What follows belongs to an exercise in optimizing a design on an open flow for small area; a production flow would make more cautious choices. Where RTL was checked, it was by simulation tests only, not by an equivalence proof against the original. Function not checked in runs 2 and 3: the RTL went through the layout flow alone.

==> flow/design.v (outline; a module is shown in full before it is edited, if it fits) <==
// module pss_sample_window: 14 lines
// module pss_correlator_lane: 736 lines
// module pss_fa: 10 lines
// module pss_ha: 9 lines
// module pss_nid2_decider: 27 lines
// module pss_detector: 71 lines
module pss_detector (
    input  logic        clk_i,
    input  logic        reset_ni,
    input  logic [15:0] sample_i,           
    input  logic        sample_valid_i,
    input  logic [1:0]  mode_i,             
    input  logic [1:0]  requested_nid2_i,
    output logic [2:0]  result_o            
);
  // ...
==> flow/run.sh <==
#!/bin/bash
# synth_recipe.tcl (not shown) runs the flow's synth.tcl, then flattens the netlist and writes it again
# the make line also repeats each setting of config.mk as NAME=value (left out here)
make -C /OpenROAD-flow-scripts/flow DESIGN_CONFIG=/design/flow/config.mk WORK_HOME=/design/flow/orfs CLKGATE_MAP_FILE= SYNTH_SCRIPT=/design/flow/synth_recipe.tcl finish
==> flow/config.mk <==
export PLATFORM = sky130hd
export DESIGN_NAME = pss_detector
export DESIGN_NICKNAME = pss_detector
export VERILOG_FILES = /design/flow/design.v
export SDC_FILE = /design/flow/constraint.sdc
export NUM_CORES = 4
export LEC_CHECK = 0
export CAP_MARGIN = 20
export CORE_MARGIN = 2
export CORE_UTILIZATION = 60
export SLEW_MARGIN = 20
export SYNTH_HIERARCHICAL = 1
==> flow/constraint.sdc <==
create_clock -name core_clock -period 11.0 [get_ports {clk_i}]
set_input_delay 2.2000 -clock core_clock [delete_from_list [all_inputs] [get_ports {clk_i}]]
set_output_delay 2.2000 -clock core_clock [all_outputs]
set_load 0.01 [all_outputs]
==> run summary, run 1 <==
- Status: no timing/DRC/antenna violations
- Total negative slack: 0 ps
- Most common cell after layout, fill and taps aside: dfxtp_1
- Crit path time final: 10640 ps
- Comb_multi_in: around 830
- Layout Utilization: 0.666
- Clock Tree Root: clkbuf_16
- Clock-cell share of area: 0.0480
- CTS sink cnt: 270
- GR Layer Usage met3: 0.0238
- CTS tree: done
- Remaining Overflow, GRT: 0
- Worst r2r src: window_q[233]
- Max Slew Vio Count: 0
- Vias in the first global route: approximately 11000
- Top flop regs: window_q: 256 flops, prev_q: 3 flops
- Register area share after synthesis: 0.311
- Commonest non-fill, non-tap cells in the layout: 270 x dfxtp_1, 254 x fa_1, 225 x a22o_1
- Area of the multi-input gates: 11100 um^2
- GRT busiest layer: met2
- Top-area cell type share of the netlist area: 0.339
- Max Used Layer: met4
- Largest family of logic cells by synthesized area: adder cells
==> run 2, diff against run 1 <==
--- a/flow/design.v
+++ b/flow/design.v
@@ -93,17 +93,17 @@
     pss_fa u_s17 (.a(window_i[184]), .b(window_i[88]), .c(window_i[8]), .s(s17), .co(c18));
     pss_fa u_s19 (.a(window_i[216]), .b(window_i[136]), .c(~s17), .s(s19), .co(c20));
     pss_fa u_s21 (.a(window_i[185]), .b(window_i[89]), .c(window_i[9]), .s(s21), .co(c22));
     pss_fa u_s23 (.a(window_i[217]), .b(window_i[137]), .c(~c18), .s(s23), .co(c24));
     pss_fa u_s25 (.a(~s21), .b(c20), .c(s23), .s(s25), .co(c26));
     pss_fa u_s27 (.a(window_i[186]), .b(window_i[90]), .c(window_i[10]), .s(s27), .co(c28));
     pss_fa u_s29 (.a(window_i[218]), .b(window_i[138]), .c(~c22), .s(s29), .co(c30));
     pss_fa u_s31 (.a(~s27), .b(c24), .c(s29), .s(s31), .co(c32));
-    assign s33 = c26 ^ s31;
+    pss_xor2 u_s33 (.a(c26), .b(s31), .y(s33));
     assign c34 = c26 | s31;
     pss_fa u_s35 (.a(window_i[187]), .b(window_i[91]), .c(window_i[11]), .s(s35), .co(c36));
     pss_fa u_s37 (.a(window_i[219]), .b(window_i[139]), .c(~c28), .s(s37), .co(c38));
     pss_fa u_s39 (.a(~s35), .b(c30), .c(s37), .s(s39), .co(c40));
     pss_fa u_s41 (.a(c32), .b(s39), .c(c34), .s(s41), .co(c42));
     pss_fa u_s43 (.a(window_i[188]), .b(window_i[92]), .c(window_i[12]), .s(s43), .co(c44));
     pss_fa u_s45 (.a(window_i[220]), .b(window_i[140]), .c(~c36), .s(s45), .co(c46));
     pss_fa u_s47 (.a(~s43), .b(c38), .c(s45), .s(s47), .co(c48));
@@ -116,29 +116,29 @@
     pss_fa u_s61 (.a(window_i[222]), .b(window_i[142]), .c(~c52), .s(s61), .co(c62));
     pss_fa u_s63 (.a(~s59), .b(c54), .c(s61), .s(s63), .co(c64));
     pss_fa u_s65 (.a(c56), .b(s63), .c(c58), .s(s65), .co(c66));
     pss_fa u_s67 (.a(window_i[191]), .b(window_i[95]), .c(window_i[15]), .s(s67), .co(c68));
     pss_fa u_s69 (.a(window_i[223]), .b(window_i[143]), .c(~c60), .s(s69), .co(c70));
     pss_fa u_s71 (.a(~s67), .b(c62), .c(s69), .s(s71), .co(c72));
     pss_fa u_s73 (.a(c64), .b(s71), .c(c66), .s(s73), .co(c74));
     pss_fa u_s75 (.a(~c68), .b(c70), .c(c72), .s(s75), .co(c76));
-    assign s77 = c74 ^ s75;
+    pss_xor2 u_s77 (.a(c74), .b(s75), .y(s77));
     assign c78 = c74 | s75;
-    assign s79 = c76 ^ c78;
+    pss_xor2 u_s79 (.a(c76), .b(c78), .y(s79));
     assign c80 = c76 | c78;
     pss_fa u_s81 (.a(window_i[168]), .b(window_i[120]), .c(window_i[40]), .s(s81), .co(c82));
     pss_fa u_s83 (.a(window_i[200]), .b(window_i[152]), .c(~s81), .s(s83), .co(c84));
     pss_fa u_s85 (.a(window_i[169]), .b(window_i[121]), .c(window_i[41]), .s(s85), .co(c86));
     pss_fa u_s87 (.a(window_i[201]), .b(window_i[153]), .c(~c82), .s(s87), .co(c88));
     pss_fa u_s89 (.a(~s85), .b(c84), .c(s87), .s(s89), .co(c90));
     pss_fa u_s91 (.a(window_i[170]), .b(window_i[122]), .c(window_i[42]), .s(s91), .co(c92));
     pss_fa u_s93 (.a(window_i[202]), .b(window_i[154]), .c(~c86), .s(s93), .co(c94));
     pss_fa u_s95 (.a(~s91), .b(c88), .c(s93), .s(s95), .co(c96));
-    assign s97 = c90 ^ s95;
+    pss_xor2 u_s97 (.a(c90), .b(s95), .y(s97));
     assign c98 = c90 | s95;
     pss_fa u_s99 (.a(window_i[171]), .b(window_i[123]), .c(window_i[43]), .s(s99), .co(c100));
     pss_fa u_s101 (.a(window_i[203]), .b(window_i[155]), .c(~c92), .s(s101), .co(c102));
     pss_fa u_s103 (.a(~s99), .b(c94), .c(s101), .s(s103), .co(c104));
     pss_fa u_s105 (.a(c96), .b(s103), .c(c98), .s(s105), .co(c106));
     pss_fa u_s107 (.a(window_i[172]), .b(window_i[124]), .c(window_i[44]), .s(s107), .co(c108));
     pss_fa u_s109 (.a(window_i[204]), .b(window_i[156]), .c(~c100), .s(s109), .co(c110));
     pss_fa u_s111 (.a(~s107), .b(c102), .c(s109), .s(s111), .co(c112));
@@ -151,19 +151,19 @@
     pss_fa u_s125 (.a(window_i[206]), .b(window_i[158]), .c(~c116), .s(s125), .co(c126));
     pss_fa u_s127 (.a(~s123), .b(c118), .c(s125), .s(s127), .co(c128));
     pss_fa u_s129 (.a(c120), .b(s127), .c(c122), .s(s129), .co(c130));
     pss_fa u_s131 (.a(window_i[175]), .b(window_i[127]), .c(window_i[47]), .s(s131), .co(c132));
     pss_fa u_s133 (.a(window_i[207]), .b(window_i[159]), .c(~c124), .s(s133), .co(c134));
     pss_fa u_s135 (.a(~s131), .b(c126), .c(s133), .s(s135), .co(c136));
     pss_fa u_s137 (.a(c128), .b(s135), .c(c130), .s(s137), .co(c138));
     pss_fa u_s139 (.a(~c132), .b(c134), .c(c136), .s(s139), .co(c140));
-    assign s141 = c138 ^ s139;
+    pss_xor2 u_s141 (.a(c138), .b(s139), .y(s141));
     assign c142 = c138 | s139;
-    assign s143 = c140 ^ c142;
+    pss_xor2 u_s143 (.a(c140), .b(c142), .y(s143));
     assign c144 = c140 | c142;
     pss_fa u_s145 (.a(window_i[232]), .b(window_i[72]), .c(window_i[56]), .s(s145), .co(c146));
     pss_ha u_s147 (.a(~window_i[24]), .b(s145), .s(s147), .co(c148));
     pss_fa u_s149 (.a(window_i[233]), .b(window_i[73]), .c(window_i[57]), .s(s149), .co(c150));
     pss_fa u_s151 (.a(~window_i[25]), .b(c146), .c(s149), .s(s151), .co(c152));
     pss_ha u_s153 (.a(c148), .b(s151), .s(s153), .co(c154));
     pss_fa u_s155 (.a(window_i[234]), .b(window_i[74]), .c(window_i[58]), .s(s155), .co(c156));
     pss_fa u_s157 (.a(~window_i[26]), .b(c150), .c(s155), .s(s157), .co(c158));
@@ -212,99 +212,99 @@
     pss_fa u_s243 (.a(s105), .b(s165), .c(c242), .s(s243), .co(c244));
     pss_fa u_s245 (.a(s113), .b(s171), .c(c244), .s(s245), .co(c246));
     pss_fa u_s247 (.a(s121), .b(s177), .c(c246), .s(s247), .co(c248));
     pss_fa u_s249 (.a(s129), .b(s183), .c(c248), .s(s249), .co(c250));
     pss_fa u_s251 (.a(s137), .b(s189), .c(c250), .s(s251), .co(c252));
     pss_fa u_s253 (.a(~s141), .b(s191), .c(c252), .s(s253), .co(c254));
     pss_fa u_s255 (.a(c192), .b(~s143), .c(c254), .s(s255), .co(c256));
     pss_ha u_s257 (.a(c144), .b(c256), .s(s257), .co(c258));
-    assign s259 = s193 ^ s215;
+    pss_xor2 u_s259 (.a(s193), .b(s215), .y(s259));
     assign c260 = s193 | s215;
     pss_fa u_s261 (.a(c260), .b(s195), .c(s217), .s(s261), .co(c262));
     pss_fa u_s263 (.a(s197), .b(s219), .c(c262), .s(s263), .co(c264));
-    assign s265 = s261 ^ s263;
+    pss_xor2 u_s265 (.a(s261), .b(s263), .y(s265));
     assign c266 = s261 | s263;
     pss_fa u_s267 (.a(s199), .b(s221), .c(c264), .s(s267), .co(c268));
-    assign s269 = c266 ^ s267;
+    pss_xor2 u_s269 (.a(c266), .b(s267), .y(s269));
     assign c270 = c266 | s267;
     pss_fa u_s271 (.a(s201), .b(s223), .c(c268), .s(s271), .co(c272));
-    assign s273 = c270 ^ s271;
+    pss_xor2 u_s273 (.a(c270), .b(s271), .y(s273));
     assign c274 = c270 | s271;
     pss_fa u_s275 (.a(s203), .b(s225), .c(c272), .s(s275), .co(c276));
-    assign s277 = c274 ^ s275;
+    pss_xor2 u_s277 (.a(c274), .b(s275), .y(s277));
     assign c278 = c274 | s275;
     pss_fa u_s279 (.a(s205), .b(s227), .c(c276), .s(s279), .co(c280));
-    assign s281 = c278 ^ s279;
+    pss_xor2 u_s281 (.a(c278), .b(s279), .y(s281));
     assign c282 = c278 | s279;
     pss_fa u_s283 (.a(s207), .b(s229), .c(c280), .s(s283), .co(c284));
-    assign s285 = c282 ^ s283;
+    pss_xor2 u_s285 (.a(c282), .b(s283), .y(s285));
     assign c286 = c282 | s283;
     pss_fa u_s287 (.a(s209), .b(s231), .c(c284), .s(s287), .co(c288));
-    assign s289 = c286 ^ s287;
+    pss_xor2 u_s289 (.a(c286), .b(s287), .y(s289));
     assign c290 = c286 | s287;
     pss_fa u_s291 (.a(s211), .b(s233), .c(c288), .s(s291), .co(c292));
     pss_ha u_s293 (.a(c290), .b(s291), .s(s293), .co(c294));
     pss_fa u_s295 (.a(s213), .b(s235), .c(c292), .s(s295), .co(c296));
     pss_ha u_s297 (.a(c294), .b(s295), .s(s297), .co(c298));
     pss_fa u_s299 (.a(c214), .b(c236), .c(c296), .s(s299), .co(c300));
     pss_ha u_s301 (.a(c298), .b(s299), .s(s301), .co(c302));
-    assign s303 = c300 ^ c302;
+    pss_xor2 u_s303 (.a(c300), .b(c302), .y(s303));
     pss_ha u_s305 (.a(s193), .b(~s215), .s(s305), .co(c306));
     pss_fa u_s307 (.a(c306), .b(s195), .c(~s217), .s(s307), .co(c308));
     pss_fa u_s309 (.a(s197), .b(~s219), .c(c308), .s(s309), .co(c310));
     pss_fa u_s311 (.a(s199), .b(~s221), .c(c310), .s(s311), .co(c312));
     pss_fa u_s313 (.a(s201), .b(~s223), .c(c312), .s(s313), .co(c314));
     pss_fa u_s315 (.a(s203), .b(~s225), .c(c314), .s(s315), .co(c316));
     pss_fa u_s317 (.a(s205), .b(~s227), .c(c316), .s(s317), .co(c318));
     pss_fa u_s319 (.a(s207), .b(~s229), .c(c318), .s(s319), .co(c320));
     pss_fa u_s321 (.a(s209), .b(~s231), .c(c320), .s(s321), .co(c322));
     pss_fa u_s323 (.a(s211), .b(c322), .c(s321), .s(s323), .co(c324));
     pss_ha u_s325 (.a(~s233), .b(s323), .s(s325), .co(c326));
     pss_fa u_s327 (.a(s213), .b(~s235), .c(c324), .s(s327), .co(c328));
     pss_ha u_s329 (.a(c326), .b(s327), .s(s329), .co(c330));
     pss_fa u_s331 (.a(c214), .b(~c236), .c(c328), .s(s331), .co(c332));
     pss_ha u_s333 (.a(c330), .b(s331), .s(s333), .co(c334));
-    assign s335 = c332 ^ c334;
+    pss_xor2 u_s335 (.a(c332), .b(c334), .y(s335));
     pss_ha u_s337 (.a(s261), .b(s237), .s(s337), .co(c338));
     pss_fa u_s339 (.a(s239), .b(c338), .c(s265), .s(s339), .co(c340));
     pss_fa u_s341 (.a(s241), .b(s269), .c(c340), .s(s341), .co(c342));
     pss_fa u_s343 (.a(s243), .b(s273), .c(c342), .s(s343), .co(c344));
     pss_fa u_s345 (.a(s245), .b(s277), .c(c344), .s(s345), .co(c346));
     pss_fa u_s347 (.a(s247), .b(s281), .c(c346), .s(s347), .co(c348));
     pss_fa u_s349 (.a(s249), .b(s285), .c(c348), .s(s349), .co(c350));
     pss_fa u_s351 (.a(s251), .b(s289), .c(c350), .s(s351), .co(c352));
     pss_fa u_s353 (.a(s253), .b(c352), .c(s351), .s(s353), .co(c354));
-    assign s355 = s293 ^ ~s353;
+    pss_xor2 u_s355 (.a(s293), .b(~s353), .y(s355));
     assign c356 = s293 | ~s353;
     pss_fa u_s357 (.a(s255), .b(~s297), .c(c354), .s(s357), .co(c358));
-    assign s359 = c356 ^ ~s357;
+    pss_xor2 u_s359 (.a(c356), .b(~s357), .y(s359));
     assign c360 = c356 | ~s357;
     pss_fa u_s361 (.a(s257), .b(~s301), .c(c358), .s(s361), .co(c362));
-    assign s363 = c360 ^ ~s361;
+    pss_xor2 u_s363 (.a(c360), .b(~s361), .y(s363));
     assign c364 = c360 | ~s361;
     pss_fa u_s365 (.a(c258), .b(~s303), .c(c362), .s(s365), .co(c366));
-    assign s367 = c364 ^ ~s365;
+    pss_xor2 u_s367 (.a(c364), .b(~s365), .y(s367));
     pss_ha u_s369 (.a(window_i[240]), .b(window_i[96]), .s(s369), .co(c370));
     pss_fa u_s371 (.a(window_i[241]), .b(window_i[97]), .c(c370), .s(s371), .co(c372));
     pss_fa u_s373 (.a(window_i[242]), .b(window_i[98]), .c(c372), .s(s373), .co(c374));
     pss_fa u_s375 (.a(window_i[243]), .b(window_i[99]), .c(c374), .s(s375), .co(c376));
     pss_fa u_s377 (.a(window_i[244]), .b(window_i[100]), .c(c376), .s(s377), .co(c378));
     pss_fa u_s379 (.a(window_i[245]), .b(window_i[101]), .c(c378), .s(s379), .co(c380));
     pss_fa u_s381 (.a(window_i[246]), .b(window_i[102]), .c(c380), .s(s381), .co(c382));
     pss_fa u_s383 (.a(window_i[247]), .b(window_i[103]), .c(c382), .s(s383), .co(c384));
     pss_fa u_s385 (.a(window_i[176]), .b(window_i[80]), .c(window_i[0]), .s(s385), .co(c386));
     pss_fa u_s387 (.a(window_i[208]), .b(window_i[128]), .c(~s385), .s(s387), .co(c388));
     pss_fa u_s389 (.a(window_i[177]), .b(window_i[81]), .c(window_i[1]), .s(s389), .co(c390));
     pss_fa u_s391 (.a(window_i[209]), .b(window_i[129]), .c(~c386), .s(s391), .co(c392));
     pss_fa u_s393 (.a(~s389), .b(c388), .c(s391), .s(s393), .co(c394));
     pss_fa u_s395 (.a(window_i[178]), .b(window_i[82]), .c(window_i[2]), .s(s395), .co(c396));
     pss_fa u_s397 (.a(window_i[210]), .b(window_i[130]), .c(~c390), .s(s397), .co(c398));
     pss_fa u_s399 (.a(~s395), .b(c392), .c(s397), .s(s399), .co(c400));
-    assign s401 = c394 ^ s399;
+    pss_xor2 u_s401 (.a(c394), .b(s399), .y(s401));
     assign c402 = c394 | s399;
     pss_fa u_s403 (.a(window_i[179]), .b(window_i[83]), .c(window_i[3]), .s(s403), .co(c404));
     pss_fa u_s405 (.a(window_i[211]), .b(window_i[131]), .c(~c396), .s(s405), .co(c406));
     pss_fa u_s407 (.a(~s403), .b(c398), .c(s405), .s(s407), .co(c408));
     pss_fa u_s409 (.a(c400), .b(s407), .c(c402), .s(s409), .co(c410));
     pss_fa u_s411 (.a(window_i[180]), .b(window_i[84]), .c(window_i[4]), .s(s411), .co(c412));
     pss_fa u_s413 (.a(window_i[212]), .b(window_i[132]), .c(~c404), .s(s413), .co(c414));
     pss_fa u_s415 (.a(~s411), .b(c406), .c(s413), .s(s415), .co(c416));
@@ -317,29 +317,29 @@
     pss_fa u_s429 (.a(window_i[214]), .b(window_i[134]), .c(~c420), .s(s429), .co(c430));
     pss_fa u_s431 (.a(~s427), .b(c422), .c(s429), .s(s431), .co(c432));
     pss_fa u_s433 (.a(c424), .b(s431), .c(c426), .s(s433), .co(c434));
     pss_fa u_s435 (.a(window_i[183]), .b(window_i[87]), .c(window_i[7]), .s(s435), .co(c436));
     pss_fa u_s437 (.a(window_i[215]), .b(window_i[135]), .c(~c428), .s(s437), .co(c438));
     pss_fa u_s439 (.a(~s435), .b(c430), .c(s437), .s(s439), .co(c440));
     pss_fa u_s441 (.a(c432), .b(s439), .c(c434), .s(s441), .co(c442));
     pss_fa u_s443 (.a(~c436), .b(c438), .c(c440), .s(s443), .co(c444));
-    assign s445 = c442 ^ s443;
+    pss_xor2 u_s445 (.a(c442), .b(s443), .y(s445));
     assign c446 = c442 | s443;
-    assign s447 = c444 ^ c446;
+    pss_xor2 u_s447 (.a(c444), .b(c446), .y(s447));
     assign c448 = c444 | c446;
     pss_fa u_s449 (.a(window_i[160]), .b(window_i[112]), .c(window_i[32]), .s(s449), .co(c450));
     pss_fa u_s451 (.a(window_i[192]), .b(window_i[144]), .c(~s449), .s(s451), .co(c452));
     pss_fa u_s453 (.a(window_i[161]), .b(window_i[113]), .c(window_i[33]), .s(s453), .co(c454));
     pss_fa u_s455 (.a(window_i[193]), .b(window_i[145]), .c(~c450), .s(s455), .co(c456));
     pss_fa u_s457 (.a(~s453), .b(c452), .c(s455), .s(s457), .co(c458));
     pss_fa u_s459 (.a(window_i[162]), .b(window_i[114]), .c(window_i[34]), .s(s459), .co(c460));
     pss_fa u_s461 (.a(window_i[194]), .b(window_i[146]), .c(~c454), .s(s461), .co(c462));
     pss_fa u_s463 (.a(~s459), .b(c456), .c(s461), .s(s463), .co(c464));
-    assign s465 = c458 ^ s463;
+    pss_xor2 u_s465 (.a(c458), .b(s463), .y(s465));
     assign c466 = c458 | s463;
     pss_fa u_s467 (.a(window_i[163]), .b(window_i[115]), .c(window_i[35]), .s(s467), .co(c468));
     pss_fa u_s469 (.a(window_i[195]), .b(window_i[147]), .c(~c460), .s(s469), .co(c470));
     pss_fa u_s471 (.a(~s467), .b(c462), .c(s469), .s(s471), .co(c472));
     pss_fa u_s473 (.a(c464), .b(s471), .c(c466), .s(s473), .co(c474));
     pss_fa u_s475 (.a(window_i[164]), .b(window_i[116]), .c(window_i[36]), .s(s475), .co(c476));
     pss_fa u_s477 (.a(window_i[196]), .b(window_i[148]), .c(~c468), .s(s477), .co(c478));
     pss_fa u_s479 (.a(~s475), .b(c470), .c(s477), .s(s479), .co(c480));
@@ -352,19 +352,19 @@
     pss_fa u_s493 (.a(window_i[198]), .b(window_i[150]), .c(~c484), .s(s493), .co(c494));
     pss_fa u_s495 (.a(~s491), .b(c486), .c(s493), .s(s495), .co(c496));
     pss_fa u_s497 (.a(c488), .b(s495), .c(c490), .s(s497), .co(c498));
     pss_fa u_s499 (.a(window_i[167]), .b(window_i[119]), .c(window_i[39]), .s(s499), .co(c500));
     pss_fa u_s501 (.a(window_i[199]), .b(window_i[151]), .c(~c492), .s(s501), .co(c502));
     pss_fa u_s503 (.a(~s499), .b(c494), .c(s501), .s(s503), .co(c504));
     pss_fa u_s505 (.a(c496), .b(s503), .c(c498), .s(s505), .co(c506));
     pss_fa u_s507 (.a(~c500), .b(c502), .c(c504), .s(s507), .co(c508));
-    assign s509 = c506 ^ s507;
+    pss_xor2 u_s509 (.a(c506), .b(s507), .y(s509));
     assign c510 = c506 | s507;
-    assign s511 = c508 ^ c510;
+    pss_xor2 u_s511 (.a(c508), .b(c510), .y(s511));
     assign c512 = c508 | c510;
     pss_fa u_s513 (.a(window_i[224]), .b(window_i[64]), .c(window_i[48]), .s(s513), .co(c514));
     pss_ha u_s515 (.a(~window_i[16]), .b(s513), .s(s515), .co(c516));
     pss_fa u_s517 (.a(window_i[225]), .b(window_i[65]), .c(window_i[49]), .s(s517), .co(c518));
     pss_fa u_s519 (.a(~window_i[17]), .b(c514), .c(s517), .s(s519), .co(c520));
     pss_ha u_s521 (.a(c516), .b(s519), .s(s521), .co(c522));
     pss_fa u_s523 (.a(window_i[226]), .b(window_i[66]), .c(window_i[50]), .s(s523), .co(c524));
     pss_fa u_s525 (.a(~window_i[18]), .b(c518), .c(s523), .s(s525), .co(c526));
@@ -413,203 +413,203 @@
     pss_fa u_s611 (.a(s473), .b(s533), .c(c610), .s(s611), .co(c612));
     pss_fa u_s613 (.a(s481), .b(s539), .c(c612), .s(s613), .co(c614));
     pss_fa u_s615 (.a(s489), .b(s545), .c(c614), .s(s615), .co(c616));
     pss_fa u_s617 (.a(s497), .b(s551), .c(c616), .s(s617), .co(c618));
     pss_fa u_s619 (.a(s505), .b(s557), .c(c618), .s(s619), .co(c620));
     pss_fa u_s621 (.a(~s509), .b(s559), .c(c620), .s(s621), .co(c622));
     pss_fa u_s623 (.a(c560), .b(~s511), .c(c622), .s(s623), .co(c624));
     pss_ha u_s625 (.a(c512), .b(c624), .s(s625), .co(c626));
-    assign s627 = s561 ^ s583;
+    pss_xor2 u_s627 (.a(s561), .b(s583), .y(s627));
     assign c628 = s561 | s583;
     pss_fa u_s629 (.a(c628), .b(s563), .c(s585), .s(s629), .co(c630));
     pss_fa u_s631 (.a(s565), .b(s587), .c(c630), .s(s631), .co(c632));
-    assign s633 = s629 ^ s631;
+    pss_xor2 u_s633 (.a(s629), .b(s631), .y(s633));
     assign c634 = s629 | s631;
     pss_fa u_s635 (.a(s567), .b(s589), .c(c632), .s(s635), .co(c636));
-    assign s637 = c634 ^ s635;
+    pss_xor2 u_s637 (.a(c634), .b(s635), .y(s637));
     assign c638 = c634 | s635;
     pss_fa u_s639 (.a(s569), .b(s591), .c(c636), .s(s639), .co(c640));
-    assign s641 = c638 ^ s639;
+    pss_xor2 u_s641 (.a(c638), .b(s639), .y(s641));
     assign c642 = c638 | s639;
     pss_fa u_s643 (.a(s571), .b(s593), .c(c640), .s(s643), .co(c644));
-    assign s645 = c642 ^ s643;
+    pss_xor2 u_s645 (.a(c642), .b(s643), .y(s645));
     assign c646 = c642 | s643;
     pss_fa u_s647 (.a(s573), .b(s595), .c(c644), .s(s647), .co(c648));
-    assign s649 = c646 ^ s647;
+    pss_xor2 u_s649 (.a(c646), .b(s647), .y(s649));
     assign c650 = c646 | s647;
     pss_fa u_s651 (.a(s575), .b(s597), .c(c648), .s(s651), .co(c652));
-    assign s653 = c650 ^ s651;
+    pss_xor2 u_s653 (.a(c650), .b(s651), .y(s653));
     assign c654 = c650 | s651;
     pss_fa u_s655 (.a(s577), .b(s599), .c(c652), .s(s655), .co(c656));
-    assign s657 = c654 ^ s655;
+    pss_xor2 u_s657 (.a(c654), .b(s655), .y(s657));
     assign c658 = c654 | s655;
     pss_fa u_s659 (.a(s579), .b(s601), .c(c656), .s(s659), .co(c660));
     pss_ha u_s661 (.a(c658), .b(s659), .s(s661), .co(c662));
     pss_fa u_s663 (.a(s581), .b(s603), .c(c660), .s(s663), .co(c664));
     pss_ha u_s665 (.a(c662), .b(s663), .s(s665), .co(c666));
     pss_fa u_s667 (.a(c582), .b(c604), .c(c664), .s(s667), .co(c668));
     pss_ha u_s669 (.a(c666), .b(s667), .s(s669), .co(c670));
-    assign s671 = c668 ^ c670;
+    pss_xor2 u_s671 (.a(c668), .b(c670), .y(s671));
     pss_ha u_s673 (.a(s561), .b(~s583), .s(s673), .co(c674));
     pss_fa u_s675 (.a(c674), .b(s563), .c(~s585), .s(s675), .co(c676));
     pss_fa u_s677 (.a(s565), .b(~s587), .c(c676), .s(s677), .co(c678));
     pss_fa u_s679 (.a(s567), .b(~s589), .c(c678), .s(s679), .co(c680));
     pss_fa u_s681 (.a(s569), .b(~s591), .c(c680), .s(s681), .co(c682));
     pss_fa u_s683 (.a(s571), .b(~s593), .c(c682), .s(s683), .co(c684));
     pss_fa u_s685 (.a(s573), .b(~s595), .c(c684), .s(s685), .co(c686));
     pss_fa u_s687 (.a(s575), .b(~s597), .c(c686), .s(s687), .co(c688));
     pss_fa u_s689 (.a(s577), .b(~s599), .c(c688), .s(s689), .co(c690));
     pss_fa u_s691 (.a(s579), .b(c690), .c(s689), .s(s691), .co(c692));
     pss_ha u_s693 (.a(~s601), .b(s691), .s(s693), .co(c694));
     pss_fa u_s695 (.a(s581), .b(~s603), .c(c692), .s(s695), .co(c696));
     pss_ha u_s697 (.a(c694), .b(s695), .s(s697), .co(c698));
     pss_fa u_s699 (.a(c582), .b(~c604), .c(c696), .s(s699), .co(c700));
     pss_ha u_s701 (.a(c698), .b(s699), .s(s701), .co(c702));
-    assign s703 = c700 ^ c702;
+    pss_xor2 u_s703 (.a(c700), .b(c702), .y(s703));
     pss_ha u_s705 (.a(s629), .b(s605), .s(s705), .co(c706));
     pss_fa u_s707 (.a(s607), .b(c706), .c(s633), .s(s707), .co(c708));
     pss_fa u_s709 (.a(s609), .b(s637), .c(c708), .s(s709), .co(c710));
     pss_fa u_s711 (.a(s611), .b(s641), .c(c710), .s(s711), .co(c712));
     pss_fa u_s713 (.a(s613), .b(s645), .c(c712), .s(s713), .co(c714));
     pss_fa u_s715 (.a(s615), .b(s649), .c(c714), .s(s715), .co(c716));
     pss_fa u_s717 (.a(s617), .b(s653), .c(c716), .s(s717), .co(c718));
     pss_fa u_s719 (.a(s619), .b(s657), .c(c718), .s(s719), .co(c720));
     pss_fa u_s721 (.a(s621), .b(c720), .c(s719), .s(s721), .co(c722));
-    assign s723 = s661 ^ ~s721;
+    pss_xor2 u_s723 (.a(s661), .b(~s721), .y(s723));
     assign c724 = s661 | ~s721;
     pss_fa u_s725 (.a(s623), .b(~s665), .c(c722), .s(s725), .co(c726));
-    assign s727 = c724 ^ ~s725;
+    pss_xor2 u_s727 (.a(c724), .b(~s725), .y(s727));
     assign c728 = c724 | ~s725;
     pss_fa u_s729 (.a(s625), .b(~s669), .c(c726), .s(s729), .co(c730));
-    assign s731 = c728 ^ ~s729;
+    pss_xor2 u_s731 (.a(c728), .b(~s729), .y(s731));
     assign c732 = c728 | ~s729;
     pss_fa u_s733 (.a(c626), .b(~s671), .c(c730), .s(s733), .co(c734));
-    assign s735 = c732 ^ ~s733;
-    assign x737 = s259 ^ s303;
-    assign x738 = s261 ^ s303;
-    assign x739 = s265 ^ s303;
-    assign x740 = s269 ^ s303;
-    assign x741 = s273 ^ s303;
-    assign x742 = s277 ^ s303;
-    assign x743 = s281 ^ s303;
-    assign x744 = s285 ^ s303;
-    assign x745 = s289 ^ s303;
-    assign x746 = s293 ^ s303;
-    assign x747 = s297 ^ s303;
-    assign x748 = s301 ^ s303;
-    assign x749 = s627 ^ s671;
-    assign x750 = s629 ^ s671;
-    assign x751 = s633 ^ s671;
-    assign x752 = s637 ^ s671;
-    assign x753 = s641 ^ s671;
-    assign x754 = s645 ^ s671;
-    assign x755 = s649 ^ s671;
-    assign x756 = s653 ^ s671;
-    assign x757 = s657 ^ s671;
-    assign x758 = s661 ^ s671;
-    assign x759 = s665 ^ s671;
-    assign x760 = s669 ^ s671;
+    pss_xor2 u_s735 (.a(c732), .b(~s733), .y(s735));
+    pss_xor2 u_x737 (.a(s259), .b(s303), .y(x737));
+    pss_xor2 u_x738 (.a(s261), .b(s303), .y(x738));
+    pss_xor2 u_x739 (.a(s265), .b(s303), .y(x739));
+    pss_xor2 u_x740 (.a(s269), .b(s303), .y(x740));
+    pss_xor2 u_x741 (.a(s273), .b(s303), .y(x741));
+    pss_xor2 u_x742 (.a(s277), .b(s303), .y(x742));
+    pss_xor2 u_x743 (.a(s281), .b(s303), .y(x743));
+    pss_xor2 u_x744 (.a(s285), .b(s303), .y(x744));
+    pss_xor2 u_x745 (.a(s289), .b(s303), .y(x745));
+    pss_xor2 u_x746 (.a(s293), .b(s303), .y(x746));
+    pss_xor2 u_x747 (.a(s297), .b(s303), .y(x747));
+    pss_xor2 u_x748 (.a(s301), .b(s303), .y(x748));
+    pss_xor2 u_x749 (.a(s627), .b(s671), .y(x749));
+    pss_xor2 u_x750 (.a(s629), .b(s671), .y(x750));
+    pss_xor2 u_x751 (.a(s633), .b(s671), .y(x751));
+    pss_xor2 u_x752 (.a(s637), .b(s671), .y(x752));
+    pss_xor2 u_x753 (.a(s641), .b(s671), .y(x753));
+    pss_xor2 u_x754 (.a(s645), .b(s671), .y(x754));
+    pss_xor2 u_x755 (.a(s649), .b(s671), .y(x755));
+    pss_xor2 u_x756 (.a(s653), .b(s671), .y(x756));
+    pss_xor2 u_x757 (.a(s657), .b(s671), .y(x757));
+    pss_xor2 u_x758 (.a(s661), .b(s671), .y(x758));
+    pss_xor2 u_x759 (.a(s665), .b(s671), .y(x759));
+    pss_xor2 u_x760 (.a(s669), .b(s671), .y(x760));
     pss_fa u_s761 (.a(s303), .b(s671), .c(~x737), .s(s761), .co(c762));
     pss_ha u_s763 (.a(x738), .b(x750), .s(s763), .co(c764));
     pss_ha u_s765 (.a(x739), .b(x751), .s(s765), .co(c766));
     pss_ha u_s767 (.a(x740), .b(x752), .s(s767), .co(c768));
-    assign s769 = x741 ^ x753;
+    pss_xor2 u_s769 (.a(x741), .b(x753), .y(s769));
     assign c770 = x741 | x753;
     pss_ha u_s771 (.a(x742), .b(x754), .s(s771), .co(c772));
-    assign s773 = x743 ^ x755;
+    pss_xor2 u_s773 (.a(x743), .b(x755), .y(s773));
     assign c774 = x743 | x755;
     pss_ha u_s775 (.a(x744), .b(x756), .s(s775), .co(c776));
-    assign s777 = x745 ^ x757;
+    pss_xor2 u_s777 (.a(x745), .b(x757), .y(s777));
     assign c778 = x745 | x757;
     pss_ha u_s779 (.a(x746), .b(x758), .s(s779), .co(c780));
-    assign s781 = x747 ^ x759;
+    pss_xor2 u_s781 (.a(x747), .b(x759), .y(s781));
     assign c782 = x747 | x759;
     pss_ha u_s783 (.a(x748), .b(x760), .s(s783), .co(c784));
-    assign x832 = s259 ^ s367;
-    assign x833 = s337 ^ s367;
-    assign x834 = s339 ^ s367;
-    assign x835 = s341 ^ s367;
-    assign x836 = s343 ^ s367;
-    assign x837 = s345 ^ s367;
-    assign x838 = s347 ^ s367;
-    assign x839 = s349 ^ s367;
-    assign x840 = s351 ^ s367;
-    assign x841 = s355 ^ s367;
-    assign x842 = s359 ^ s367;
-    assign x843 = s363 ^ s367;
-    assign x844 = s627 ^ s735;
-    assign x845 = s705 ^ s735;
-    assign x846 = s707 ^ s735;
-    assign x847 = s709 ^ s735;
-    assign x848 = s711 ^ s735;
-    assign x849 = s713 ^ s735;
-    assign x850 = s715 ^ s735;
-    assign x851 = s717 ^ s735;
-    assign x852 = s719 ^ s735;
-    assign x853 = s723 ^ s735;
-    assign x854 = s727 ^ s735;
-    assign x855 = s731 ^ s735;
+    pss_xor2 u_x832 (.a(s259), .b(s367), .y(x832));
+    pss_xor2 u_x833 (.a(s337), .b(s367), .y(x833));
+    pss_xor2 u_x834 (.a(s339), .b(s367), .y(x834));
+    pss_xor2 u_x835 (.a(s341), .b(s367), .y(x835));
+    pss_xor2 u_x836 (.a(s343), .b(s367), .y(x836));
+    pss_xor2 u_x837 (.a(s345), .b(s367), .y(x837));
+    pss_xor2 u_x838 (.a(s347), .b(s367), .y(x838));
+    pss_xor2 u_x839 (.a(s349), .b(s367), .y(x839));
+    pss_xor2 u_x840 (.a(s351), .b(s367), .y(x840));
+    pss_xor2 u_x841 (.a(s355), .b(s367), .y(x841));
+    pss_xor2 u_x842 (.a(s359), .b(s367), .y(x842));
+    pss_xor2 u_x843 (.a(s363), .b(s367), .y(x843));
+    pss_xor2 u_x844 (.a(s627), .b(s735), .y(x844));
+    pss_xor2 u_x845 (.a(s705), .b(s735), .y(x845));
+    pss_xor2 u_x846 (.a(s707), .b(s735), .y(x846));
+    pss_xor2 u_x847 (.a(s709), .b(s735), .y(x847));
+    pss_xor2 u_x848 (.a(s711), .b(s735), .y(x848));
+    pss_xor2 u_x849 (.a(s713), .b(s735), .y(x849));
+    pss_xor2 u_x850 (.a(s715), .b(s735), .y(x850));
+    pss_xor2 u_x851 (.a(s717), .b(s735), .y(x851));
+    pss_xor2 u_x852 (.a(s719), .b(s735), .y(x852));
+    pss_xor2 u_x853 (.a(s723), .b(s735), .y(x853));
+    pss_xor2 u_x854 (.a(s727), .b(s735), .y(x854));
+    pss_xor2 u_x855 (.a(s731), .b(s735), .y(x855));
     pss_fa u_s856 (.a(s367), .b(s735), .c(~x832), .s(s856), .co(c857));
     pss_ha u_s858 (.a(x833), .b(x845), .s(s858), .co(c859));
     pss_ha u_s860 (.a(x834), .b(x846), .s(s860), .co(c861));
     pss_ha u_s862 (.a(x835), .b(x847), .s(s862), .co(c863));
-    assign s864 = x836 ^ x848;
+    pss_xor2 u_s864 (.a(x836), .b(x848), .y(s864));
     assign c865 = x836 | x848;
     pss_ha u_s866 (.a(x837), .b(x849), .s(s866), .co(c867));
-    assign s868 = x838 ^ x850;
+    pss_xor2 u_s868 (.a(x838), .b(x850), .y(s868));
     assign c869 = x838 | x850;
     pss_ha u_s870 (.a(x839), .b(x851), .s(s870), .co(c871));
     pss_ha u_s872 (.a(x840), .b(x852), .s(s872), .co(c873));
-    assign s874 = x841 ^ x853;
+    pss_xor2 u_s874 (.a(x841), .b(x853), .y(s874));
     assign c875 = x841 | x853;
     pss_ha u_s876 (.a(x842), .b(x854), .s(s876), .co(c877));
-    assign s878 = x843 ^ x855;
+    pss_xor2 u_s878 (.a(x843), .b(x855), .y(s878));
     assign c879 = x843 | x855;
-    assign x927 = s305 ^ s335;
-    assign x928 = s307 ^ s335;
-    assign x929 = s309 ^ s335;
-    assign x930 = s311 ^ s335;
-    assign x931 = s313 ^ s335;
-    assign x932 = s315 ^ s335;
-    assign x933 = s317 ^ s335;
-    assign x934 = s319 ^ s335;
-    assign x935 = s321 ^ s335;
-    assign x936 = s325 ^ s335;
-    assign x937 = s329 ^ s335;
-    assign x938 = s333 ^ s335;
-    assign x939 = s673 ^ s703;
-    assign x940 = s675 ^ s703;
-    assign x941 = s677 ^ s703;
-    assign x942 = s679 ^ s703;
-    assign x943 = s681 ^ s703;
-    assign x944 = s683 ^ s703;
-    assign x945 = s685 ^ s703;
-    assign x946 = s687 ^ s703;
-    assign x947 = s689 ^ s703;
-    assign x948 = s693 ^ s703;
-    assign x949 = s697 ^ s703;
-    assign x950 = s701 ^ s703;
+    pss_xor2 u_x927 (.a(s305), .b(s335), .y(x927));
+    pss_xor2 u_x928 (.a(s307), .b(s335), .y(x928));
+    pss_xor2 u_x929 (.a(s309), .b(s335), .y(x929));
+    pss_xor2 u_x930 (.a(s311), .b(s335), .y(x930));
+    pss_xor2 u_x931 (.a(s313), .b(s335), .y(x931));
+    pss_xor2 u_x932 (.a(s315), .b(s335), .y(x932));
+    pss_xor2 u_x933 (.a(s317), .b(s335), .y(x933));
+    pss_xor2 u_x934 (.a(s319), .b(s335), .y(x934));
+    pss_xor2 u_x935 (.a(s321), .b(s335), .y(x935));
+    pss_xor2 u_x936 (.a(s325), .b(s335), .y(x936));
+    pss_xor2 u_x937 (.a(s329), .b(s335), .y(x937));
+    pss_xor2 u_x938 (.a(s333), .b(s335), .y(x938));
+    pss_xor2 u_x939 (.a(s673), .b(s703), .y(x939));
+    pss_xor2 u_x940 (.a(s675), .b(s703), .y(x940));
+    pss_xor2 u_x941 (.a(s677), .b(s703), .y(x941));
+    pss_xor2 u_x942 (.a(s679), .b(s703), .y(x942));
+    pss_xor2 u_x943 (.a(s681), .b(s703), .y(x943));
+    pss_xor2 u_x944 (.a(s683), .b(s703), .y(x944));
+    pss_xor2 u_x945 (.a(s685), .b(s703), .y(x945));
+    pss_xor2 u_x946 (.a(s687), .b(s703), .y(x946));
+    pss_xor2 u_x947 (.a(s689), .b(s703), .y(x947));
+    pss_xor2 u_x948 (.a(s693), .b(s703), .y(x948));
+    pss_xor2 u_x949 (.a(s697), .b(s703), .y(x949));
+    pss_xor2 u_x950 (.a(s701), .b(s703), .y(x950));
     pss_fa u_s951 (.a(s335), .b(s703), .c(x927), .s(s951), .co(c952));
-    assign s953 = x928 ^ x940;
+    pss_xor2 u_s953 (.a(x928), .b(x940), .y(s953));
     assign c954 = x928 | x940;
-    assign s955 = x929 ^ x941;
+    pss_xor2 u_s955 (.a(x929), .b(x941), .y(s955));
     assign c956 = x929 | x941;
-    assign s957 = x930 ^ x942;
+    pss_xor2 u_s957 (.a(x930), .b(x942), .y(s957));
     assign c958 = x930 | x942;
     pss_ha u_s959 (.a(x931), .b(x943), .s(s959), .co(c960));
-    assign s961 = x932 ^ x944;
+    pss_xor2 u_s961 (.a(x932), .b(x944), .y(s961));
     assign c962 = x932 | x944;
     pss_ha u_s963 (.a(x933), .b(x945), .s(s963), .co(c964));
-    assign s965 = x934 ^ x946;
+    pss_xor2 u_s965 (.a(x934), .b(x946), .y(s965));
     assign c966 = x934 | x946;
-    assign s967 = x935 ^ x947;
+    pss_xor2 u_s967 (.a(x935), .b(x947), .y(s967));
     assign c968 = x935 | x947;
     pss_ha u_s969 (.a(x936), .b(x948), .s(s969), .co(c970));
-    assign s971 = x937 ^ x949;
+    pss_xor2 u_s971 (.a(x937), .b(x949), .y(s971));
     assign c972 = x937 | x949;
     pss_ha u_s973 (.a(x938), .b(x950), .s(s973), .co(c974));
     assign g785 = x749 & ~s761;
     assign p786 = x749 | ~s761;
     assign g787 = ~c762 & s763;
     assign p788 = ~c762 | s763;
     assign g789 = c764 & s765;
     assign p790 = c764 | s765;
@@ -755,16 +755,30 @@
     input  logic b,
     input  logic c,
     output logic s,
     output logic co
 );
     assign s  = a ^ b ^ c;
     assign co = (a & b) | (a & c) | (b & c);
 endmodule
+module pss_xor2 (
+    input  logic a,
+    input  logic b,
+    output logic y
+);
+    assign y = a ^ b;
+endmodule
+module pss_xnor2 (
+    input  logic a,
+    input  logic b,
+    output logic y
+);
+    assign y = ~(a ^ b);
+endmodule
 module pss_ha (
     input  logic a,
     input  logic b,
     output logic s,
     output logic co
 );
     assign s  = a ^ b;
     assign co = a & b;
==> flow/config.mk (replaced) <==
export PLATFORM = sky130hd
export DESIGN_NAME = pss_detector
export DESIGN_NICKNAME = pss_detector
export VERILOG_FILES = /design/flow/design.v
export SDC_FILE = /design/flow/constraint.sdc
export NUM_CORES = 4
export LEC_CHECK = 0
export CAP_MARGIN = 20
export CORE_MARGIN = 2
export CORE_UTILIZATION = 60
export CTS_CLUSTER_DIAMETER = 100
export CTS_CLUSTER_SIZE = 30
export SLEW_MARGIN = 20
export SYNTH_HIERARCHICAL = 1
==> run summary, run 2 <==
- Max incr delay on CP: 530 ps (was 590 ps)
- Worst reg2reg setup slack: 350 ps (was 360 ps)
- Post-detail-place hpwl: 28.0 mm (was 26.6 mm)
- Die width: 174 um (about the same)
- Critical path type: flop to flop (unchanged)
- Vias/cell: 5.62 (was 5.59)
- Flip-flop count of the largest register after layout: 256 (unchanged)
- Worst-path maximum fanout: 5 (was 7)
- CTS tree: done (unchanged)
- Routed len/inst: 19.7 um (was 19.2 um)
- Register area share after synthesis: 0.312 (was 0.311)
- Mapped Avg Cell Area: 12.7 um^2 (about the same)
- Post-Synthesis Cells: 1363 (was 1375)
- Total track usage: 0.240 (was 0.237)
- Status: no timing/DRC/antenna violations (unchanged)
- Router iterations before antenna repair: 5 (was 9)
- # IOs: 26 (unchanged)
- Count leader, synth: fa_1 (unchanged)
- Global-route wire length before repair: 56.7 mm (was 56.9 mm)
- Top-area cell type share of the netlist area: 0.341 (was 0.339)
- Max Slew Vio Count: 0 (unchanged)
- CP most frequent cell: fa_1 (unchanged)
- Remaining Overflow, GRT: 0 (unchanged)
- Crit. End Element: flop (unchanged)
- Core area: 28500 um^2 (was 28600 um^2)
- Clock skew: 32.7 ps (was 16.8 ps)
- Synth Flop Type: dfxtp_1 (unchanged)
- Most common cell after layout, fill and taps aside: fa_1 (was dfxtp_1)
- Layout cell share with drive strength beyond 1: 0.106 (was 0.0851)
- Area leader, netlist: fa_1 (unchanged)
- HP Class: flop to flop (unchanged)
- Achievable Freq: 0.0939 GHz (was 0.0940 GHz)
- Top flop regs: window_q: 256 flops, prev_q: 3 flops (unchanged)
- CTS Buffer Depth: 3 (unchanged)
- Die area: 30200 um^2 (was 30400 um^2)
- # rows: 62 (unchanged)
- CTS sink cnt: 270 (unchanged)
- Final period util: 0.968 (was 0.967)
- Layout Utilization: 0.661 (was 0.666)
- Metal2 WL: 18.6 mm (was 17.8 mm)
- Hold_sp: code1_q[0] (unchanged)
- Reg2reg path depth: 35 (was 32)
- Register bit total from synthesis: 270 (unchanged)
- Post-synth EDFFs: 0 (unchanged)
- Placed Cells: 1760 (was 1724)
- Worst hold slack: 434 ps (was 417 ps)
- Port bufs: 25 (unchanged)
- N_diodes: 0 (unchanged)
- Met3 wire length: 952 um (was 971 um)
- Yosys warns: 8 (unchanged)
- M1 WL: 14.6 mm (was 14.9 mm)
- Initial antenna violation count: 0 (unchanged)
- Post-Syn Area: 17300 um^2 (was 17400 um^2)
- H-tree depth: 1 (unchanged)
- Crit path time final: 10650 ps (was 10640 ps)
- Worst-Margin Slew: 973 ps (was 1070 ps)
- Clock latency (worst-skew pair): 510 ps (was 550 ps)
- Crit Reg-Reg Endpoint: code0_q[1] (unchanged)
- Final std cells w/o fill: 1793 (was 1783)
- Largest register by flop count: window_q (unchanged)
- Final setup violation count: 0 (unchanged)
- GP Congestion: 0.895 (was 0.835)
- Top post-synthesis cells by count: 295 x fa_1, 270 x dfxtp_1, 224 x a22o_1, 147 x inv_1, 127 x xor2_1 (was 295 x fa_1, 270 x dfxtp_1, 225 x a22o_1, 200 x inv_1, 103 x ha_1)
- # DRC: 0 (unchanged)
- Largest net degree at the start of global routing: 257 (was 192)
- Final wirelength: 35.3 mm (was 34.3 mm)
- Hold EP: code2_q[0] (unchanged)
- Final Hold Vio Count: 0 (unchanged)
- Critical path required time: 11390 ps (was 11410 ps)
- Clock transition at the registers of the reported paths: 110 ps (was 60 ps)
- Top post-synthesis cells by area: fa_1 34%, dfxtp_1 31%, a22o_1 11% (unchanged)
- Synth cell types: 53 (was 40)
- Hold-fix buffers, CTS: 0 (unchanged)
- Final net count: 1778 (was 1801)
- Iter 0 DRT Violations: 511 (was 480)
- Worst Path Arrival: 11050 ps (about the same)
- Vias in the first global route: 10800 (about the same)
- Clock Tree Root: clkbuf_16 (unchanged)
- CTS Buf Count: 14 (was 29)
- Area grow syn2layout: 8.99% (was 9.50%)
- Worst slew margin: 0.351 (was 0.284)
- Initial Utilization: 0.606 (was 0.608)
- Antenna-violating nets left: 0 (unchanged)
- Total of max-cap violations: 0 (unchanged)
- Critical-path top delay cell: fa_1 (unchanged)
- Worst r2r src: window_q[161] (was window_q[233])
- Syn Nets: 1735 (was 1796)
- Hold depth: 1 (unchanged)
- Commonest non-fill, non-tap cells in the layout: 275 x fa_1, 270 x dfxtp_1, 224 x a22o_1 (was 270 x dfxtp_1, 254 x fa_1, 225 x a22o_1)
- Via count: 10100 (was 9960)
- Async SR Flop Fraction: 0 (unchanged)
- CP startpoint kind: flop (unchanged)
- Die Y: 174 um (about the same)
- Max Used Layer: met4 (unchanged)
-- run 2: cell types whose count changed after synthesis, sizes merged, moves of 6 or more --
cell   delta
xor2     +99
inv      -53
xnor2    -50
ha       -49
or2      +19
or3      +16
o21ai     +7
buf       -6
maj3      +6
-- run 2: worst max-delay path, delay by kind of cell (launching register included) --
kind	cells	cell delay [ps]
XOR/XNOR	3	490
flip-flops	1	350
adder cells (fa/ha/maj)	20	8110
AND/OR/NAND/NOR	6	960
AO/OA/AOI/OAI	1	140
buffers and inverters	5	480
-- run 2: cell families after synthesis --
family / count (synthesis) / synth area share
buffers and inverters: 213 / 0.0532
adders and majority gates: 360 / 0.387
AOI/OAI and AO/OA: 298 / 0.149
xor gates and xnor gates: 130 / 0.0658
DFF: 270 / 0.312
and+or+nand+nor: 87 / 0.0301
muxes: 5 / 0.00289
-- run 2: layout make-up --
cell class                      instances  area [um^2]
Inverter                              148          558
Multi-Input combinational cell        880        11200
Sequential cell                       270         5410
Clock buffer                           15          375
Tap cell                              384          480
Timing Repair Buffer                   92          815
Clock inverter                          4         65.1
Fill cell                            2253         9680
-- run 2: modules after synthesis, one instance, submodules excluded --
module               flip-flops and latches  cells  times used
pss_nid2_decider                          0     12           1
pss_ha                                    0      1          54
pss_xor2                                  0      1         127
pss_sample_window                         0    317           1
pss_fa                                    0      1         295
pss_correlator_lane                       0    263           1
pss_detector                            270    295           1
-- run 2: per-stage QoR --
| step | area, um^2 | TNS (ps) | setup WS [ps] |
|---|---|---|---|
| 2_1_floorplan | 17300 | 0 | 59.3 |
| 3_3_place_gp | 18100 | -87.0 | -87.0 |
| 3_5_place_dp | 18100 | -435 | -261 |
| 4_1_cts | 18600 | 0 | 16.0 |
| 5_1_grt | 18900 | -34.6 | -34.6 |
| 6_report | 18900 | 0 | 347 |
-- run 2: worst max-delay path by stage --
stage                  start    endpoint  slack [ps]  depth (start not counted)
3_3_place_gp   window_q[160]  code0_q[1]         -90                         31
3_5_place_dp   window_q[160]  code0_q[1]        -260                         32
5_1_grt        window_q[161]  code0_q[1]         -30                         34
4_1_cts        window_q[168]  code0_q[1]          20                         33
6_report       window_q[161]  code0_q[1]         350                         35
2_1_floorplan  window_q[168]  code0_q[1]          60                         35
-- run 2: layer usage --
metal / vias up / GRT usage
met5: - / 0
met4: 0 / 0.0690
met3: 53 / 0.0325
met2: 106 / 0.432
met1: 5199 / 0.305
li1: 4726 / -
-- run 2: timing repair --
| item | 4_1_cts | 5_1_grt |
|---|---|---|
| hold endpoints to repair | 0 | 0 |
| pin swaps | 1 | 18 |
| buffers inserted | 3 | 10 |
| endpoints found under the setup margin | 3 | 3 |
| gates cloned | 0 | 0 |
| resized for setup | 2 | 31 |
==> run 3, diff against run 2 <==
--- a/flow/config.mk
+++ b/flow/config.mk
@@ -8,7 +8,7 @@
 export CAP_MARGIN = 20
 export CORE_MARGIN = 2
 export CORE_UTILIZATION = 60
-export CTS_CLUSTER_DIAMETER = 100
-export CTS_CLUSTER_SIZE = 30
+export CTS_CLUSTER_DIAMETER = 80
+export CTS_CLUSTER_SIZE = 24
 export SLEW_MARGIN = 20
 export SYNTH_HIERARCHICAL = 1
==> run summary, run 3 <==
- Router iterations before antenna repair: 5 (unchanged)
- Register bit total from synthesis: 270 (unchanged)
- Status: no timing/DRC/antenna violations (unchanged)
- Top flop regs: window_q: 256 flops, prev_q: 3 flops (unchanged)
- Hold_sp: code1_q[0] (unchanged)
- CTS Buffer Depth: 3 (unchanged)
- Final wirelength: 35.4 mm (was 35.3 mm)
- Core area: 28500 um^2 (unchanged)
- Final period util: 0.969 (was 0.968)
- H-tree depth: 1 (unchanged)
- Commonest non-fill, non-tap cells in the layout: 270 x dfxtp_1, 269 x fa_1, 224 x a22o_1 (was 275 x fa_1, 270 x dfxtp_1, 224 x a22o_1)
- Die width: 174 um (unchanged)
- Hold depth: 1 (unchanged)
- Top-area cell type share of the netlist area: 0.341 (unchanged)
- # DRC: 0 (unchanged)
- Post-Synthesis Cells: 1363 (unchanged)
- Routed len/inst: 19.7 um (about the same)
- Remaining Overflow, GRT: 0 (unchanged)
- Vias/cell: 5.65 (was 5.62)
- Post-synth EDFFs: 0 (unchanged)
- Total track usage: 0.241 (was 0.240)
- Post-Place Setup Slack: -261 ps (unchanged)
- Post-Syn Area: 17300 um^2 (unchanged)
- Largest net degree at the start of global routing: 257 (unchanged)
- Via count: 10200 (was 10100)
- N_diodes: 0 (unchanged)
- Area leader, netlist: fa_1 (unchanged)
- Reg2reg path depth: 34 (was 35)
- Worst-path maximum fanout: 5 (unchanged)
- Mapped Avg Cell Area: 12.7 um^2 (unchanged)
- Crit Reg-Reg Endpoint: code0_q[1] (unchanged)
- Crit. End Element: flop (unchanged)
- Critical-path top delay cell: fa_2 (was fa_1)
- Filler Cell Count: 2246 (was 2253)
- Global-route wire length before repair: 57.0 mm (was 56.7 mm)
- Hold EP: code2_q[0] (unchanged)
- HP Class: flop to flop (unchanged)
- Antenna-violating nets left: 0 (unchanged)
- Final worst-path setup slack: 341 ps (was 347 ps)
- Port bufs: 25 (unchanged)
- Area grow syn2layout: 9.51% (was 8.99%)
- Top post-synthesis cells by count: 295 x fa_1, 270 x dfxtp_1, 224 x a22o_1, 147 x inv_1, 127 x xor2_1 (unchanged)
- Clock latency (worst-skew pair): 510 ps (about the same)
- Final net count: 1781 (was 1778)
- Achievable Freq: 0.0938 GHz (was 0.0939 GHz)
- Final std cells w/o fill: 1797 (was 1793)
- Vias in the first global route: 10900 (was 10800)
- Worst slew margin: 0.360 (was 0.351)
- CTS sink cnt: 270 (unchanged)
- Synth Flop Type: dfxtp_1 (unchanged)
- Max incr delay on CP: 570 ps (was 530 ps)
- Async SR Flop Fraction: 0 (unchanged)
- CTS Buf Count: 17 (was 14)
- Critical path type: flop to flop (unchanged)
- Worst r2r src: window_q[160] (was window_q[161])
- Layout cell share with drive strength beyond 1: 0.113 (was 0.106)
- Critical path required time: 11360 ps (was 11390 ps)
- Initial antenna violation count: 0 (unchanged)
- Worst reg2reg setup slack: 340 ps (was 350 ps)
- Top post-synthesis cells by area: fa_1 34%, dfxtp_1 31%, a22o_1 11% (unchanged)
- Clock transition at the registers of the reported paths: 90 ps (was 110 ps)
- Crit path time final: 10660 ps (was 10650 ps)
- Total of max-cap violations: 0 (unchanged)
- Die Y: 174 um (unchanged)
- Count leader, synth: fa_1 (unchanged)
- CTS tree: done (unchanged)
- Die area: 30200 um^2 (unchanged)
- Largest register by flop count: window_q (unchanged)
- Clock Tree Root: clkbuf_16 (unchanged)
- Post-detail-place hpwl: 28.0 mm (unchanged)
- Worst Path Arrival: 11020 ps (was 11050 ps)
- Register area share after synthesis: 0.312 (unchanged)
- Initial Utilization: 0.606 (unchanged)
- Synth cell types: 53 (unchanged)
- # IOs: 26 (unchanged)
- CP most frequent cell: fa_1 (unchanged)
- GP Congestion: 0.895 (unchanged)
- # rows: 62 (unchanged)
- Most common cell after layout, fill and taps aside: dfxtp_1 (was fa_1)
- Flip-flop count of the largest register after layout: 256 (unchanged)
- Iter 0 DRT Violations: 526 (was 511)
- Syn Nets: 1735 (unchanged)
- CP startpoint kind: flop (unchanged)
- Worst-Margin Slew: 959 ps (was 973 ps)
- Final Hold Vio Count: 0 (unchanged)
- Max Slew Vio Count: 0 (unchanged)
- Hold-fix buffers, CTS: 0 (unchanged)
- Final setup violation count: 0 (unchanged)
- Yosys warns: 8 (unchanged)
- Placed Cells: 1760 (unchanged)
- Clock skew: 23.3 ps (was 32.7 ps)
==> run 3: cell types whose count changed in the layout (fill, tap and decap cells not counted), sizes merged <==
cell,before,now
clkinv,0,1
clkbuf,15,18
==> run 3: cells by family (layout without fill, tap and decap cells) <==
logic type / after synthesis / count (layout) / share of synthesized area
muxes: 5 / 5 / 0.00289
DFF: 270 / 270 / 0.312
buffers and inverters: 213 / 263 / 0.0532
xor gates and xnor gates: 130 / 130 / 0.0658
adders and majority gates: 360 / 360 / 0.387
and+or+nand+nor: 87 / 87 / 0.0301
AOI/OAI and AO/OA: 298 / 298 / 0.149
==> run 3: per-stage QoR <==
stage               hold slack (ps)  TNS [ps]   util  cell area (um^2)
floorplan                       386         0      -             17300
global placement                393     -87.0  0.635             18100
detailed placement              404      -435  0.635             18100
CTS                             438         0  0.655             18700
global route                    465     -33.6  0.664             19000
finish                          434         0  0.664             19000
==> run 3: Yosys stat by module (local to each module, per instance) <==
module	cell area (um^2)	cells
pss_ha	12.5	1
pss_detector	5570	295
pss_nid2_decider	85.1	12
pss_sample_window	2600	317
pss_xor2	8.76	1
pss_fa	20.0	1
pss_correlator_lane	1350	263
==> run 3: repair_timing <==
item,4_1_cts,5_1_grt
setup buffers,3,10
pin swaps,1,18
gates resized for setup,3,36
setup endpoints to repair,3,3
hold endpoints to repair,0,0
==> run 3: worst max path at each step <==
stage / start / endpoint / slack [ps] / depth (start not counted)
3_5_place_dp: window_q[160] / code0_q[1] / -260 / 32
5_1_grt: window_q[176] / code0_q[1] / -30 / 34
2_1_floorplan: window_q[168] / code0_q[1] / 60 / 35
6_report: window_q[160] / code0_q[1] / 340 / 34
4_1_cts: window_q[168] / code0_q[1] / 10 / 33
3_3_place_gp: window_q[160] / code0_q[1] / -90 / 31
==> run 3: layout make-up <==
cell class / instances / area, um^2 / share of cell area
clock buffer: 18 / 439 / 0.0232
clock inverter: 5 / 75.1 / 0.00396
inverter: 148 / 558 / 0.0294
multi-input combinational: 880 / 11200 / 0.590
sequential: 270 / 5410 / 0.285
tap: 384 / 480 / 0.0253
timing repair buffer: 92 / 815 / 0.0430
==> run 3: worst max-delay path: cells and delay by family, from the launching register on <==
kind,cells,cell delay [ps]
compound gates,1,140
xor+xnor,4,660
fa+ha+maj,19,7850
buf+inv,4,390
flops,1,340
simple gates,6,1100
==> run 3: per-layer routing <==
layer	vias up	part of all wire	GRT usage
li1	4728	-	-
met1	5259	0.41	0.305
met2	123	0.53	0.442
met3	41	0.028	0.0303
met4	0	0.026	0.0574
met5	-	0	0

## what the ideal ports hide
No port has a modelled driver above. Below, the same layouts with a new extraction and two added sets of constraints.
Step 1 assumes that a clkbuf_16 drives the clock port and a buf_2 every other input.
Step 2 adds t to the input delays and takes it off the output delays; t is the mean of the earliest and latest rising clock arrival at the registers after step 1. Input paths then give back, and output paths get back, about the clock's delay inside the block.
Three values: ideal ports, drivers, drivers and shift; two values: the first two.
| run | t (ns) | setup slack, ns | worst register clock-pin slew, ns | worst slew at a driven data input, ns |
|---|---|---|---|---|
| run 1 | 0.592 | 0.365 / 0.365 / 0.365 | 0.06 / 0.06 | 0.04 |
| run 2 | 0.548 | 0.347 / 0.347 / 0.347 | 0.11 / 0.11 | 0.05 |
| run 3 | 0.551 | 0.341 / 0.341 / 0.341 | 0.09 / 0.09 | 0.05 |
After both steps setup and hold are still met in every run listed.
